Background: an optimization exercise with open tools, aiming at small area, a short achievable clock period and few clock cycles per item. Do not read the settings as production practice. Only simulation tests tie the RTL to the original design; equivalence was not proved. Power is estimated from default activity; no workload was simulated.

==> flow/design.v, too long to show whole: its modules and the start of the top module <==
// module cmult_rescale: 16 lines
// module cm_fa: 10 lines
// module cm_add: 9 lines
// module cm_ha: 9 lines
// module complex_mult_pipe: 3068 lines
module complex_mult_pipe
#(
  parameter int WL    = 16,
  parameter int ROUND = fft_pkg::ROUND_HALFUP,
  parameter int SAT   = fft_pkg::SAT_CLAMP
) (
  input  logic                 clk,
  input  logic                 rst,
  input  logic                 in_valid,
  output logic                 in_ready,
  input  logic signed [WL-1:0] a_r,
  input  logic signed [WL-1:0] a_i,
  input  logic signed [WL-1:0] b_r,
  input  logic signed [WL-1:0] b_i,
  input  logic                 conj_b,
  output logic                 out_valid,
  input  logic                 out_ready,
  output logic signed [WL-1:0] out_r,
  output logic signed [WL-1:0] out_i,
  output logic                 out_ovf
);
  // ...
==> flow/run.sh <==
#!/bin/bash
# synth_recipe.tcl (not shown) runs the flow's synth.tcl, then flattens the netlist and writes it again
# the make line also repeats each setting of config.mk as NAME=value (left out here)
make -C /OpenROAD-flow-scripts/flow DESIGN_CONFIG=/design/flow/config.mk WORK_HOME=/design/flow/orfs CLKGATE_MAP_FILE= SYNTH_SCRIPT=/design/flow/synth_recipe.tcl finish
==> flow/config.mk <==
export PLATFORM = sky130hd
export DESIGN_NAME = complex_mult_pipe
export DESIGN_NICKNAME = complex_mult_pipe
export VERILOG_FILES = /design/flow/design.v
export SDC_FILE = /design/flow/constraint.sdc
export NUM_CORES = 4
export LEC_CHECK = 0
export CAP_MARGIN = 5
export CORE_MARGIN = 2
export CORE_UTILIZATION = 55
export SETUP_SLACK_MARGIN = 4.8
export SLEW_MARGIN = 5
export SYNTH_HIERARCHICAL = 1
export SYNTH_MINIMUM_KEEP_SIZE = 0
==> flow/constraint.sdc <==
create_clock -name core_clock -period 8.0 [get_ports {clk}]
set_input_delay 1.6000 -clock core_clock [delete_from_list [all_inputs] [get_ports {clk}]]
set_output_delay 1.6000 -clock core_clock [all_outputs]
set_load 0.01 [all_outputs]
==> flow_summary_export.csv, run 1 <==
group,metric,value,unit
critical_path,critPathLaunchType,"register",
critical_path,worstReg2RegEnd,"m_im_14_3$_DFF_P_",
sta,fin_skew,0.02146,ns
pwr,peakVddDrop,0.3921,mV
cts,root_buffer,"clkbuf_16",
sta,slew_headroom,34.51,%
layout,multi_input_area,24180,sq um
die,core-area,66920,sq um
layout,antennaDiodeCount,0,
status,status,"no timing/DRC/antenna violations",
critical_path,crit_arrival,3.67,ns
placement,io_buffers,103,
critical_path,cp.depth,8,
placement,finalWeightedCongestion,0.9047,
sta,hold_viol,0,
placement,place_area,37800,sq um
sta,tightest_slew,0.9824,ns
die,ios,104,
critical_path,worstReg2RegStart,"r_ar[8]$_DFFE_PN_",
flow_run,cap_viol_max_count,0,
sta,fin_ws,4.805,ns
die,tap_cells,873,
worst_hold_path,min_path_cells,2,
grt,grt_pass1_vias,27580,
sta,min_period_over_period,39.94,%
route,top_layer,"met5",
pwr,power.switching_fraction,43.77,%
layout,nNonClkBuffers,217,
pwr,p_clk,2.29,mW
cts,post-cts-setup-buffers,13,
critical_path,r2r_slack,4.81,ns
critical_path,worst-setup-path-type,"register to register",
Testbench counts, summed over its fixed seeds: cycles 4,128, items 4,096.
==> run 2: changes to the inputs <==
--- a/flow/config.mk
+++ b/flow/config.mk
@@ -8,6 +8,7 @@
 export CAP_MARGIN = 5
 export CORE_MARGIN = 2
 export CORE_UTILIZATION = 55
+export PLACE_DENSITY = 0.75
 export SETUP_SLACK_MARGIN = 4.8
 export SLEW_MARGIN = 5
 export SYNTH_HIERARCHICAL = 1
==> flow_summary_export.csv, run 2 <==
group,metric,value,unit
pwr,total_power,19.25,mW
route,drt_iter0_drc,3614,
logic_synthesis,synth-warning-count,7,
critical_path,critPathLaunch,"r_ar[11]$_DFFE_PN_",
layout,syn_to_final_growth,10.18,%
logic_synthesis,syn_inst,3055,
flow_run,cap_viol_max_count,0,
route,vias_per_cell,6.646,
layout,layout-drive-gt1-share,13.44,%
cts,cts_made_buffers,51,
route,wire_per_inst,27.24,um
sta,finalSetupTns,0,ns
layout,seqCellArea,10920,sq um
route,routed_wl,107300,um
cts,cts_max_level,2,
critical_path,endpoint,"m_re_22_1$_DFF_P_",
layout,n_fill_cell,5063,
sta,setup_viol,0,
critical_path,crit_required,8.50,ns
cts,cts_tree,"done",
layout,nets,3670,
route,drtPass1Iterations,9,
die,die_w,263.4,um
sta,max_clock_freq,309.7,MHz
sta,slew_headroom,40.30,%
cts,cts.clk_slew.worst_paths,0.06,ns
pwr,power.density,472.0,nW/um^2
cts,clk_latency,0.64,ns
layout,layout_commonest_cell,"xnor2_1",
pwr,leakagePower,14.80,nW
worst_hold_path,hp-class,"register to register",
sta,finalMaxSlewViolations,0,
sta,tightest_slew,0.8954,ns
logic_synthesis,netlist_area,37020,sq um
critical_path,worstReg2RegEnd,"m_re_22_1$_DFF_P_",
sta,min_period_over_period,40.36,%
route,drc,0,
grt,grt_pass1_vias,27980,
status,status,"no timing/DRC/antenna violations",
sta,hold_viol,0,
die,fp-row-count,95,
die,ios,104,
route,vias,26190,
critical_path,worst-setup-path-type,"register to register",
cts,cts_buffer_depth,3,
placement,dpl.hpwl,63890,um
placement,io_buffers,103,
die,dieArea,69400,sq um
critical_path,crit_arrival,3.73,ns
logic_synthesis,synth.avg_cell_area,12.12,sq um
layout,multi_input_area,24160,sq um
grt,track_usage,30.46,%
grt,grt_overflow_total,0,
grt,grt_max_degree,68,
grt,grt_antenna_before_repair,1,
critical_path,reg2regPathDepth,8,
sta,fin_skew,0.05192,ns
critical_path,r2r_slack,4.77,ns
pwr,peakVddDrop,0.4703,mV
die,core-area,66920,sq um
sta,rsz0062_at_grt,"true",
critical_path,critPathLaunchType,"register",
cts,cts_sinks,439,
route,ant_nets,0,
placement,finalWeightedCongestion,0.8918,
critical_path,endpoint_kind,"register",
die,die_h,263.4,um
die,initial_core_util,55.32,%
cts,root_buffer,"clkbuf_16",
grt,grt_pass1_wl,163200,um
critical_path,path_max_fanout,16,
sta,post-route-min-period,3.229,ns
layout,final_cell_mix,"574 x xnor2_1, 468 x fa_1, 439 x a22oi_1",
critical_path,worstReg2RegStart,"r_ar[11]$_DFFE_PN_",
run 2: power breakdown:
group	switching, mW	internal, mW	total [mW]
registers	0.522	3.79	4.31
clock network	0.994	1.48	2.47
logic	6.88	5.59	12.5
total	8.39	10.9	19.3
run 2: worst min path at each step:
| stage | slack (ns) | startpoint | depth (start not counted) | to |
|---|---|---|---|---|
| after floorplan | 0.48 | vm$_SDFF_PP0_ | 2 | vt$_SDFF_PP0_ |
| after global placement | 0.50 | v1$_SDFF_PP0_ | 2 | vm$_SDFF_PP0_ |
| after detailed placement | 0.51 | v1$_SDFF_PP0_ | 2 | vm$_SDFF_PP0_ |
| after CTS | 0.51 | v1$_SDFF_PP0_ | 2 | vm$_SDFF_PP0_ |
| after global routing | 0.53 | v1$_SDFF_PP0_ | 2 | vm$_SDFF_PP0_ |
| final | 0.51 | v1$_SDFF_PP0_ | 2 | vm$_SDFF_PP0_ |
run 2: timing repair:
item,4_1_cts,5_1_grt
gates resized for setup,71,204
cloned,0,4
buffers inserted,12,4
setup endpoints to repair,97,74
hold buffers,0,0
pin swaps,4,15
run 2: through the flow:
stage	std cells	hold slack (ns)	setup slack, ns	cell area, sq um	util (%)
after detailed placement	3823	0.5081	4.259	37780	56.46
after global placement	3823	0.5015	4.302	37780	56.46
after floorplan	3063	0.4823	4.572	37070	-
after CTS	3931	0.5140	4.787	39980	59.75
final	3940	0.5141	4.771	40790	60.96
after global routing	3939	0.5333	4.717	40790	60.95
run 2: final cells by class:
| type | instances | share of cell area, % |
|---|---|---|
| diodes | 1 | 0.006135 |
| clock buffers | 68 | 3.626 |
| clock inverters | 28 | 0.8711 |
| inverters | 58 | 0.7085 |
| multi-input cells | 2265 | 59.24 |
| flip-flops and latches | 439 | 26.76 |
| well taps | 873 | 2.678 |
| repair buffers | 208 | 6.113 |
run 2: critical path, stage by stage, from the launching register on:
cell and delay (ns):
edfxtp_1 0.43, buf_4 0.19, clkbuf_16 0.21, a22oi_1 0.26
xnor2_1 0.13, fa_1 0.45, fa_1 0.48, fa_1 0.48
fa_1 0.46
run 2: routing by layer:
layer	track usage, %	part of all wire (%)	routed length [um]
met5	0	0	0
met2	47.20	45	48250
met1	38.37	36	38550
met3	9.148	13	14340
met4	16.60	5.8	6175
==> run 3: changes to the inputs <==
--- a/flow/config.mk
+++ b/flow/config.mk
@@ -8,7 +8,7 @@
 export CAP_MARGIN = 5
 export CORE_MARGIN = 2
 export CORE_UTILIZATION = 55
-export PLACE_DENSITY = 0.75
+export PLACE_DENSITY = 0.85
 export SETUP_SLACK_MARGIN = 4.8
 export SLEW_MARGIN = 5
 export SYNTH_HIERARCHICAL = 1
==> flow_summary_export.csv, run 3 <==
group,metric,value,unit
status,status,"no timing/DRC/antenna violations",
cts,root_buffer,"clkbuf_16",
route,vias_per_cell,6.750,
placement,dpl.hpwl,61180,um
grt,grt_pass1_wl,159700,um
layout,final_cell_mix,"573 x xnor2_1, 472 x fa_1, 448 x a22oi_1",
route,routed_wl,103700,um
route,vias,26500,
critical_path,cpLargestDelayFamily,"adder cells",
die,core-area,66920,sq um
critical_path,worst-setup-path-type,"register to register",
logic_synthesis,synth-warning-count,7,
pwr,power.density,475.8,nW/um^2
layout,layout_commonest_cell,"xnor2_1",
grt,grt_overflow_total,0,
sta,hold_slack,0.5136,ns
layout,antennaDiodeCount,0,
cts,cts_max_level,2,
sta,finalMaxSlewViolations,0,
cts,holdBufCountCts,0,
cts,cts.clk_slew.worst_paths,0.07,ns
pwr,total_power,19.16,mW
sta,min_period_over_period,40.21,%
worst_hold_path,min-delay-start,"v1$_SDFF_PP0_",
layout,final_area,40260,sq um
route,drt_iter0_drc,4215,
sta,max_clock_freq,310.9,MHz
flow_run,cap_viol_max_count,0,
logic_synthesis,syn_inst,3055,
die,ios,104,
sta,finalSetupTns,0,ns
cts,clk_latency,0.64,ns
cts,cts_buffer_depth,3,
worst_hold_path,min_path_cells,2,
die,fp-row-count,95,
layout,nets,3659,
critical_path,worstReg2RegStart,"m_re_15_0$_DFF_P_",
logic_synthesis,netlist_area,37020,sq um
grt,grt_pass1_vias,28370,
die,initial_core_util,55.32,%
grt,track_usage,29.68,%
sta,hold_viol,0,
critical_path,crit_required,8.51,ns
worst_hold_path,hp-class,"register to register",
placement,place_area,37810,sq um
critical_path,cpPeakStageDelay,0.70,ns
critical_path,crit_path_top_delay_cell,"fa_2",
sta,setup_viol,0,
critical_path,cp_num_buf_inv,1,
sta,rsz0062_at_grt,"true",
critical_path,r2r_slack,4.78,ns
pwr,leakagePower,14.61,nW
cts,cts_tree,"done",
critical_path,path_cells,"fa_1, fa_2, ha_4, inv_2, fa_2, nand2b_4, a211oi_2, o211ai_1, nand2_1, a31oi_1, xnor2_1",
critical_path,critPathLaunchType,"register",
sta,fin_skew,0.03746,ns
die,die_h,263.4,um
die,dieArea,69400,sq um
critical_path,reg2regPathDepth,11,
sta,fin_ws,4.783,ns
pwr,peakVddDrop,0.4170,mV
cts,cts_sinks,439,
route,ant_nets,0,
placement,pre_cts_ws,4.309,ns
critical_path,crit_arrival,3.72,ns
die,die_w,263.4,um
worst_hold_path,hold_end,"vm$_SDFF_PP0_",
sta,tightest_slew,0.9142,ns
sta,post-route-min-period,3.217,ns
route,drc,0,
grt,grt_antenna_before_repair,0,
critical_path,path_common_cell,"fa_2",
layout,layout-drive-gt1-share,12.91,%
logic_synthesis,synth.avg_cell_area,12.12,sq um
critical_path,path_max_fanout,3,
layout,syn_to_final_growth,8.757,%
cts,cts_made_buffers,49,
placement,io_buffers,103,
route,wire_per_inst,26.41,um
placement,finalWeightedCongestion,0.9115,
critical_path,worstReg2RegEnd,"r_hre[14]$_DFF_P_",
sta,slew_headroom,38.62,%
route,drtPass1Iterations,9,
grt,grt_max_degree,70,
critical_path,endpoint_kind,"register",
run 3: tightest hold or removal path, delay by kind of cell (launching register included):
family        cells  cell delay, ns
flops             1            0.33
simple gates      2            0.14
run 3: what timing repair did:
| item | in CTS | in global routing |
|---|---|---|
| buffers inserted | 2 | 6 |
| setup endpoints to repair | 78 | 87 |
| pin swaps | 1 | 11 |
| gates resized for setup | 58 | 163 |
run 3: routing by layer:
metal / vias up / share of wire, % / global-route usage, % / wire, um
met4: 0 / 6.9 / 16.73 / 7147
met3: 683 / 14 / 10.71 / 14600
met5: - / 0 / 0 / 0
met2: 2356 / 44 / 45.09 / 45550
li1: 10610 / - / - / -
met1: 12860 / 35 / 36.76 / 36380
run 3: stage by stage:
| stage | util (%) | cells |
|---|---|---|
| after CTS | 59.30 | 3920 |
| after floorplan | - | 3063 |
| after global placement | 56.49 | 3826 |
| after global routing | 60.17 | 3926 |
| after detailed placement | 56.49 | 3826 |
| final | 60.17 | 3926 |
run 3: layout make-up:
class                      count  area, sq um
fill                        4933        26660
multi-input combinational   2265        24130
sequential                   439        10920
timing repair buffer         199         2186
clock buffer                  62         1366
tap                          873         1092
clock inverter                30        294.0
inverter                      58        279.0
run 3: worst max-delay path by stage:
stage	slack, ns	from	to	cells after the start
3_3_place_gp	4.40	out_ready	q0[4]$_DFFE_PP_	4
5_1_grt	4.68	m_re_15_2$_DFF_P_	r_hre[14]$_DFF_P_	11
6_report	4.78	m_re_15_0$_DFF_P_	r_hre[14]$_DFF_P_	11
2_1_floorplan	4.57	nrdy$_SDFF_PP0_	nrdy$_SDFF_PP0_	10
3_5_place_dp	4.31	out_ready	q0[6]$_DFFE_PP_	4
4_1_cts	4.80	m_re_15_0$_DFF_P_	r_hre[14]$_DFF_P_	11
run 3: report_power, final:
part           internal, mW  leakage, nW  total [mW]  switching, mW
combinational          5.62         9.60        12.5           6.88
clock                  1.32        0.821        2.32          0.993
sequential             3.79         4.18        4.34          0.547
total                  10.7         14.6        19.2           8.42

static timing again, ports no longer ideal:
How much do the figures lean on ideal ports? The routed layouts below were timed once more, with nothing changed but the port constraints.
Step 1: set_driving_cell puts a clkbuf_16 on clk and a buf_2 on each other input, an assumption about the parent block.
Step 2 also shifts input and output timing later by t, the mid clock arrival at the registers, as if the neighbouring blocks saw the same clock.
Three values: ideal ports, drivers, drivers and shift; two values: the first two.
run | shift t [ns] | slack for setup (ns) | worst setup path after step 2 | worst data-port slew with drivers (ns)
run 1 | 0.667 | 4.805 / 4.805 / 4.259 | input to register | 0.10
run 2 | 0.675 | 4.771 / 4.771 / 4.311 | input to register | 0.05
run 3 | 0.681 | 4.783 / 4.783 / 4.293 | input to register | 0.04
After both steps every run listed still meets setup and hold. The setup slack of run 1, which loses most, moves by 0.000 ns with the drivers and by -0.546 ns with both steps.
